What follows belongs to an exercise in optimizing a design on an open flow for a short achievable clock period and few clock cycles per item; a production flow would make more cautious choices. Only simulation tests tie the RTL to the original design; equivalence was not proved. Power is estimated from default activity; no workload was simulated.

==> v17 <==
Design cache_top, start of the top module:
module cache_top (
  input  wire logic                  clk,
  input  wire logic                  reset,
  input  wire logic                  cpu_req_valid,
  output logic                       cpu_req_ready,
  input  wire cache_pkg::word_addr_t cpu_req_addr,
  input  wire cache_pkg::word_t      cpu_req_data,
  input  wire logic                  cpu_req_write,
  output logic                       cpu_resp_valid,
  output cache_pkg::word_t           cpu_resp_data,
  output logic                       mem_req_valid,
  input  wire logic                  mem_req_ready,
  output cache_pkg::beat_addr_t      mem_req_addr,
  output logic                       mem_req_rw,
  output logic                       mem_req_data_valid,
  input  wire logic                  mem_req_data_ready,
  output cache_pkg::beat_t           mem_req_data_bits,
  input  wire logic                  mem_resp_valid,
  input  wire cache_pkg::beat_t      mem_resp_data
);
Settings: LEC_CHECK=0, ABC_CLOCK_PERIOD_IN_PS=2500, CAP_MARGIN=30, CELL_PAD_IN_SITES_DETAIL_PLACEMENT=1, CORE_MARGIN=2, CORE_UTILIZATION=46, CTS_CLUSTER_DIAMETER=80, CTS_CLUSTER_SIZE=30, PLACE_DENSITY=0.52, SETUP_SLACK_MARGIN=3.5, SLEW_MARGIN=40, TNS_END_PERCENT=10; clock period 6.0 ns.
standard.sh (not shown) runs the stock make flow with config.mk's settings and CLKGATE_MAP_FILE= SYNTH_SCRIPT=/design/flow/synth_recipe.tcl, a recipe that flattens the netlist after the stock synthesis.
==> flow/flow/run.sh <==
#!/bin/bash
# The standard layout (standard.sh, the standard flow's own ORFS flow) with three changes:
# the port buffers are regular buffers instead of the delay buffers that
# buffer_ports picks by default, timing repair may resize a cell to any drive
# strength (not only to cells of the same footprint), and antenna repair after
# detailed routing may take up to 10 rounds instead of 5.
set -euo pipefail
bash standard.sh MATCH_CELL_FOOTPRINT=0 \
  "BUFFER_PORTS_ARGS=-buffer_cell sky130_fd_sc_hd__buf_4" \
  MAX_REPAIR_ANTENNAS_ITER_DRT=10 \
  finish > standard_make.log 2>&1
==> v29 (differences from v17) <==
--- a/flow/design.v
+++ b/flow/design.v
@@ -70,11 +70,10 @@
   logic [7:0]       chn_q;     
   logic [7:0]       blk_q;     
   logic [7:0]       chvd_q;    
   logic [7:0][3:0]  brdy_q;
   logic [7:0][15:0] wm_q;      
-  logic [7:0][15:0] wm_d;
   logic [7:0][1:0]  cur_q;     
   logic [7:0]       dsw_v;     
   logic [7:0][15:0] dsw_1h;    
   logic [31:0][127:0] arr_q;
   logic [3:0][2:0]   ds_set;
@@ -98,18 +97,17 @@
   logic [4:0] credit;
   logic [4:0] outst;
   logic [2:0]  ft_set;
   logic [7:0]  ft_s1h;
   logic [1:0]  ft_beat, ft_d;
-  logic [127:0] fe_q;      
+  logic [31:0] ft_row1h;    
   logic [RN-1:0] bc_hit;   
   logic [127:0] bc_d;
   logic       cap_v, cap_slot;
   logic [1:0] cap_crit;
   logic [7:0] cap_set1h;
-  logic         c_ld;
-  logic [127:0] c_we;       
+  logic         c_ld, c_st;
   logic [31:0]  c_rsel;     
   logic [3:0]   c_lsel;     
   logic [31:0]  c_wd;
   logic [RB-1:0] c_rob;
   logic         d_v;        
@@ -123,11 +121,10 @@
   logic [RN-1:0]       rob_rdy, rob_wt;
   logic [RN-1:0][3:0]  rob_tag;    
   logic [RN-1:0][1:0]  rob_word;
   logic [RB:0]         rob_head, rob_tail;    
   logic [RN-1:0]       rob_t1h;               
-  logic [RN-1:0]       rob_h1h;               
   logic [RB:0]         rob_occ;               
   logic                rob_ok;
   logic fill_ev, fill_last_ev, pclr_ev, chn_ev, chn_cap, dfs_now;
   logic ft_chn, cap_risk, dfs_risk;
   assign ft_chn       = |(chn_q & ft_s1h);
@@ -140,11 +137,10 @@
   assign chn_cap      = mem_resp_valid & cap_risk;       
   assign dfs_now      = mem_resp_valid & dfs_risk;       
   logic [2:0]  b_set;
   logic [1:0]  b_beat, b_word;
   logic [22:0] b_tag;
-  logic [22:0] b_vtag;    
   logic        b_pclr, b_chained;
   logic        go_hit, go_miss, go, stall;
   assign b_set  = b_addr[6:4];
   assign b_beat = b_addr[3:2];
   assign b_word = b_addr[1:0];
@@ -246,11 +242,10 @@
         b_dsw <= 1'b0;
         if (b_blk) b_wm <= b_chw;
       end
     end else begin
       b_addr <= a_addr;
-      b_vtag <= (a_same & go_miss) ? b_tag : tag_q[a_set];
       b_wd   <= a_wd;
       b_wr   <= a_wr;
       b_hit  <= n_hit;
       b_pend <= n_pend;
       b_brdy <= n_brdy;
@@ -266,15 +261,10 @@
   logic [31:0] tc_1h, ta_1h;
   logic [4:0]  outst_n;
   assign fl_d    = fl_ptr[1:0];
   assign fl_dn   = fl_d + 2'd1;
   assign outst_n = outst + 5'(mem_req_valid & mem_req_ready & ~rq_rw_h) - 5'(mem_resp_valid);
-  logic rd_acc, arm_n;
-  assign rd_acc = mem_req_valid & mem_req_ready & ~rq_rw_h;
-  assign arm_n  = (rd_acc & ~mem_resp_valid) |
-                  (~rd_acc & mem_resp_valid & (outst != 5'd1)) |
-                  (~(rd_acc ^ mem_resp_valid) & (outst != 5'd0));
   always_comb begin
     tc_set  = ds_set[fl_d];
     tc_beat = ds_crit[fl_d] + fl_cnt;
     if (fl_last) begin
       ta_d    = fl_dn;
@@ -290,11 +280,14 @@
       ta_1h[r] = {ta_set, ta_beat} == 5'(r);
     end
   end
   always_ff @(posedge clk) begin
     if (reset) begin
+      ft_row1h <= '0;
     end else begin
+      if (outst_n == 5'd0) ft_row1h <= '0;
+      else ft_row1h <= mem_resp_valid ? ta_1h : tc_1h;
     end
     for (int i = 0; i < 8; i++) begin
       ft_s1h[i] <= mem_resp_valid ? (ta_set == 3'(i)) : (tc_set == 3'(i));
     end
     if (mem_resp_valid) begin
@@ -358,51 +351,28 @@
       tag_q[b_set]  <= b_tag;
       brdy_q[b_set] <= 4'b0000;
       cur_q[b_set]  <= aptr[1:0];
       dsw_1h[b_set] <= b_w1h;
     end
-    wm_q <= wm_d;
-  end
-  always_comb begin
     for (int s = 0; s < 8; s++) begin
       for (int i = 0; i < 16; i++) begin
         if ((st_now & b_set1h[s] & b_w1h[i]) |
             (chn_ev & ft_set1h[s] & dsw_v[s] & dsw_1h[s][i])) begin
-          wm_d[s][i] = 1'b1;
+          wm_q[s][i] <= 1'b1;
         end else if ((chn_ev & ft_set1h[s] & blk_q[s]) | (wm_clr_b & b_set1h[s])) begin
-          wm_d[s][i] = 1'b0;
-        end else begin
-          wm_d[s][i] = wm_q[s][i];
-        end
-      end
-    end
-  end
-  logic [31:0] row_n;
-  always_comb begin
-    row_n = arm_n ? (mem_resp_valid ? ta_1h : tc_1h) : '0;
-  end
-  always_ff @(posedge clk) begin
-    if (reset) begin
-      fe_q <= '0;
-      c_we <= '0;
-    end else begin
-      for (int r = 0; r < 32; r++) begin
-        for (int w = 0; w < 4; w++) begin
-          fe_q[r*4+w] <= row_n[r] & ~(wm_q[r/4][(r%4)*4+w] & ~(chn_ev & ft_set1h[r/4] & blk_q[r/4]));
-          c_we[r*4+w] <= (dfs_now & dfs_rsel1h[r] & dfs_lsel1h[w]) |
-                         (~dfs_now & st_now & b_rsel1h[r] & b_lsel1h[w]);
+          wm_q[s][i] <= 1'b0;
         end
       end
     end
   end
   always_ff @(posedge clk) begin
     for (int r = 0; r < 32; r++) begin
       for (int w = 0; w < 4; w++) begin
-        if (c_we[r*4+w]) begin
-          arr_q[r][w*32 +: 32] <= c_wd;
-        end else if (fe_q[r*4+w]) begin
+        if (ft_row1h[r] && !wm_q[r/4][(r%4)*4+w]) begin
           arr_q[r][w*32 +: 32] <= mem_resp_data[w*32 +: 32];
+        end else if (c_st && c_rsel[r] && c_lsel[w]) begin
+          arr_q[r][w*32 +: 32] <= c_wd;
         end
       end
     end
   end
   logic [127:0] c_beat;
@@ -427,13 +397,15 @@
   end
   always_ff @(posedge clk) begin
     if (reset) begin
       c_ld <= 1'b0;
       d_v  <= 1'b0;
+      c_st <= 1'b0;
       e_v  <= 1'b0;
     end else begin
       c_ld <= go_hit & ~b_wr & b_rd_ok;
+      c_st <= st_now | dfs_now;
       d_v  <= c_ld;
       e_v  <= d_v;
     end
   end
   logic [31:0] b_rsel1h, dfs_rsel1h;
@@ -493,11 +465,11 @@
   end
   always_ff @(posedge clk) begin
     if (desc_free) begin
       ds_set[ad]  <= b_set;
       ds_tag[ad]  <= b_tag;
-      ds_vtag[ad] <= b_vtag;
+      ds_vtag[ad] <= tag_q[b_set];
       ds_crit[ad] <= b_beat;
       ds_vd[ad]   <= b_vd;
       ds_vb[ad]   <= vb_w;
       ds_sw[ad]   <= b_word;
       ds_sd[ad]   <= b_wd;
@@ -603,24 +575,11 @@
   logic [7:0]   dsel;        
   logic [127:0] dsel_beat, dbits_h;
   assign dat_free = ~mem_req_data_valid | mem_req_data_ready;
   assign dat_send = dat_free & vb_full[vb_r];
   assign vb_done  = dat_send & (vb_cnt == 2'd3);
-  logic       vb_r_n;
-  logic [1:0][3:0] vb_pos_n;
-  always_comb begin
-    vb_r_n = vb_done ? ~vb_r : vb_r;
-    for (int k = 0; k < 2; k++) begin
-      if (cap_v && cap_slot == 1'(k)) begin
-        for (int b = 0; b < 4; b++) vb_pos_n[k][b] = cap_crit == 2'(b);
-      end else if (dat_send && vb_r == 1'(k)) begin
-        vb_pos_n[k] = {vb_pos[k][2:0], vb_pos[k][3]};
-      end else begin
-        vb_pos_n[k] = vb_pos[k];
-      end
-    end
-  end
+  assign dsel     = vb_r ? {vb_pos[1], 4'b0000} : {4'b0000, vb_pos[0]};
   always_comb begin
     dsel_beat = '0;
     for (int i = 0; i < 8; i++) begin
       dsel_beat = dsel_beat | ({128{dsel[i]}} & vbuf_q[i/4][(i%4)*128 +: 128]);
     end
@@ -628,23 +587,28 @@
   always_ff @(posedge clk) begin
     if (reset) begin
       mem_req_data_valid <= 1'b0;
       vb_r               <= 1'b0;
       vb_cnt             <= 2'd0;
-      dsel               <= '0;
       vb_full            <= 2'b00;
       vb_w               <= 1'b0;
       vcnt               <= 2'd0;
       vb_free            <= 1'b1;
     end else begin
       if (dat_free) mem_req_data_valid <= dat_send;
-      if (dat_send) vb_cnt <= vb_cnt + 2'd1;
-      vb_pos <= vb_pos_n;
-      vb_r   <= vb_r_n;
-      dsel   <= vb_r_n ? {vb_pos_n[1], 4'b0000} : {4'b0000, vb_pos_n[0]};
-      if (vb_done) vb_full[vb_r] <= 1'b0;
-      if (cap_v) vb_full[cap_slot] <= 1'b1;
+      if (dat_send) begin
+        vb_cnt         <= vb_cnt + 2'd1;
+        vb_pos[vb_r]   <= {vb_pos[vb_r][2:0], vb_pos[vb_r][3]};
+      end
+      if (vb_done) begin
+        vb_r          <= ~vb_r;
+        vb_full[vb_r] <= 1'b0;
+      end
+      if (cap_v) begin
+        vb_full[cap_slot] <= 1'b1;
+        for (int b = 0; b < 4; b++) vb_pos[cap_slot][b] <= cap_crit == 2'(b);
+      end
       if (go_miss & b_vd) vb_w <= ~vb_w;
       case ({go_miss & b_vd, vb_done})
         2'b10: begin
           vcnt    <= vcnt + 2'd1;
           vb_free <= vcnt == 2'd0;
@@ -672,24 +636,18 @@
       fl_last <= fl_cnt == 2'd2;
       if (fl_last) fl_ptr <= fl_ptr + 3'd1;
     end
   end
   logic rob_out;
-  assign rob_out = |(rob_rdy & rob_h1h);    
-  logic [31:0] rob_head_d;
-  always_comb begin
-    rob_head_d = '0;
-    for (int i = 0; i < RN; i++) rob_head_d = rob_head_d | ({32{rob_h1h[i]}} & rob_d[i]);
-  end
+  assign rob_out = rob_rdy[rob_head[RB-1:0]];    
   logic [3:0] new_tag;
   assign new_tag = {go_miss ? aptr[1:0] : cur_q[b_set], b_beat};
   always_ff @(posedge clk) begin
     if (reset) begin
       rob_rdy        <= '0;
       rob_wt         <= '0;
       rob_head       <= '0;
-      rob_h1h        <= RN'(1);
       rob_tail       <= '0;
       rob_t1h        <= RN'(1);
       rob_occ        <= '0;
       rob_ok         <= 1'b1;
       cpu_resp_valid <= 1'b0;
@@ -711,13 +669,12 @@
           rob_wt[i]  <= 1'b0;
         end
       end
       cpu_resp_valid <= rob_out;
       if (rob_out) begin
-        for (int i = 0; i < RN; i++) if (rob_h1h[i]) rob_rdy[i] <= 1'b0;
-        rob_head <= rob_head + 1'b1;
-        rob_h1h  <= {rob_h1h[RN-2:0], rob_h1h[RN-1]};
+        rob_rdy[rob_head[RB-1:0]] <= 1'b0;
+        rob_head                  <= rob_head + 1'b1;
       end
     end
   end
   always_ff @(posedge clk) begin
     for (int i = 0; i < RN; i++) begin
@@ -733,11 +690,11 @@
     end
     for (int i = 0; i < RN; i++) begin
       bc_hit[i] <= fill_ev & ((rob_wt[i] & (rob_tag[i] == {ft_d, ft_beat})) |
                               (go & rob_t1h[i] & ld_wait & (new_tag == {ft_d, ft_beat})));
     end
-    cpu_resp_data <= rob_head_d;
+    cpu_resp_data <= rob_d[rob_head[RB-1:0]];
   end
 endmodule
 `default_nettype wire
 `timescale 1ns/100ps
 `default_nettype none
==> flow/flow/run.sh (replaced) <==
#!/bin/bash
# The standard layout (standard.sh, the standard flow's own ORFS flow) with two changes:
# the port buffers are regular buffers instead of the delay buffers that
# buffer_ports picks by default, and timing repair may resize a cell to any
# drive strength (not only to cells of the same footprint).
set -euo pipefail
bash standard.sh MATCH_CELL_FOOTPRINT=0 \
  "BUFFER_PORTS_ARGS=-buffer_cell sky130_fd_sc_hd__buf_4" \
  finish > standard_make.log 2>&1
Settings changed: CAP_MARGIN 30 to 20, CORE_UTILIZATION 46 to 40, CTS_CLUSTER_DIAMETER 80 to default, CTS_CLUSTER_SIZE 30 to default, PLACE_DENSITY 0.52 to 0.46, SLEW_MARGIN 40 to 20.
==> v14 (differences from v17) <==
--- a/flow/design.v
+++ b/flow/design.v
@@ -106,11 +106,11 @@
   logic       cap_v, cap_slot;
   logic [1:0] cap_crit;
   logic [7:0] cap_set1h;
   logic         c_ld;
   logic [127:0] c_we;       
-  logic [31:0]  c_rsel;     
+  logic [1:0][31:0] c_rsel;   
   logic [3:0]   c_lsel;     
   logic [31:0]  c_wd;
   logic [RB-1:0] c_rob;
   logic         d_v;        
   logic [127:0] d_beat;
@@ -408,11 +408,11 @@
   logic [127:0] c_beat;
   logic [31:0]  d_rd;
   always_comb begin
     c_beat = '0;
     for (int r = 0; r < 32; r++) begin
-      c_beat = c_beat | ({128{c_rsel[r]}} & arr_q[r]);
+      c_beat = c_beat | {{64{c_rsel[1][r]}} & arr_q[r][127:64], {64{c_rsel[0][r]}} & arr_q[r][63:0]};
     end
     d_rd = '0;
     for (int w = 0; w < 4; w++) begin
       d_rd = d_rd | ({32{d_lsel[w]}} & d_beat[w*32 +: 32]);
     end
@@ -447,11 +447,12 @@
       b_lsel1h[w]   = b_addr[1:0] == 2'(w);
       dfs_lsel1h[w] = dsw_1h[ft_set][w] | dsw_1h[ft_set][4+w] | dsw_1h[ft_set][8+w] | dsw_1h[ft_set][12+w];
     end
   end
   always_ff @(posedge clk) begin
-    c_rsel <= dfs_now ? dfs_rsel1h : b_rsel1h;
+    c_rsel[0] <= b_rsel1h & {32{~b_addr[1]}};
+    c_rsel[1] <= b_rsel1h & {32{b_addr[1]}};
     c_lsel <= dfs_now ? dfs_lsel1h : b_lsel1h;
     c_wd  <= dfs_now ? ds_sd[cur_q[ft_set]] : b_wd;
     c_rob <= rob_tail[RB-1:0];
     for (int i = 0; i < RN; i++) begin
       e_rob1h[i] <= d_rob == RB'(i);
Settings changed: CTS_CLUSTER_DIAMETER 80 to default, CTS_CLUSTER_SIZE 30 to default.
==> summary of the runs <==
- v29 produced a layout that fails on slew limit. v14 finished with timing, DRC and antenna clean. v17 completed with no timing, DRC or antenna violations.
- Between v14 and v29, the lower combinational power is in v14 (gap 24%, measured against v29).
- Between v17 and v14, the lower synthesized area is in v17 (gap 0.23%, measured against v14).
- First-iteration DRC count: v29 < v17 < v14.
- Sequential share of layout area, highest first: v17, v14, v29.
- Hold slack, highest first: v17, v14, v29.
- The lowest via count belongs to v29, the highest to v14.
- Sequential power is about the same in v14 and v29.
- In v29 the clock skew is higher than in v17, by 29 ps.
- Global-route usage, lowest first: v29, v14, v17.
Testbench counts of v17, summed over its fixed seeds: cycles 17,076, ops 12,000.
Testbench counts of v29, summed over its fixed seeds: cycles 17,076, ops 12,000.
Testbench counts of v14, summed over its fixed seeds: cycles 17,076, ops 12,000.

-- afterwards: timing with drivers on the ports --
No port has a modelled driver above. Below, the same layouts with a new extraction and two added sets of constraints.
Step 1 assumes that a clkbuf_16 drives the clock port and a buf_2 every other input.
Step 2 moves the port delays by t, midway between the first and last clock arrival at a register: inputs arrive t later, outputs are due t later. That takes back most of the time a late clock gives input paths.
Three values: ideal ports, drivers, drivers and shift; two values: the first two.
| run | shift t [ns] | slack for setup (ns) | worst register clock-pin slew, ns |
|---|---|---|---|
| v17 | 1.280 | 2.746 / 2.645 / 1.763 | 0.12 / 0.12 |
| v29 | 1.434 | 2.513 / 2.495 / 2.070 | 0.07 / 0.07 |
| v14 | 1.343 | 2.716 / 2.602 / 2.040 | 0.07 / 0.07 |
For v17, which loses most, drivers alone change the setup slack by -0.101 ns; drivers and shift together by -0.983 ns.
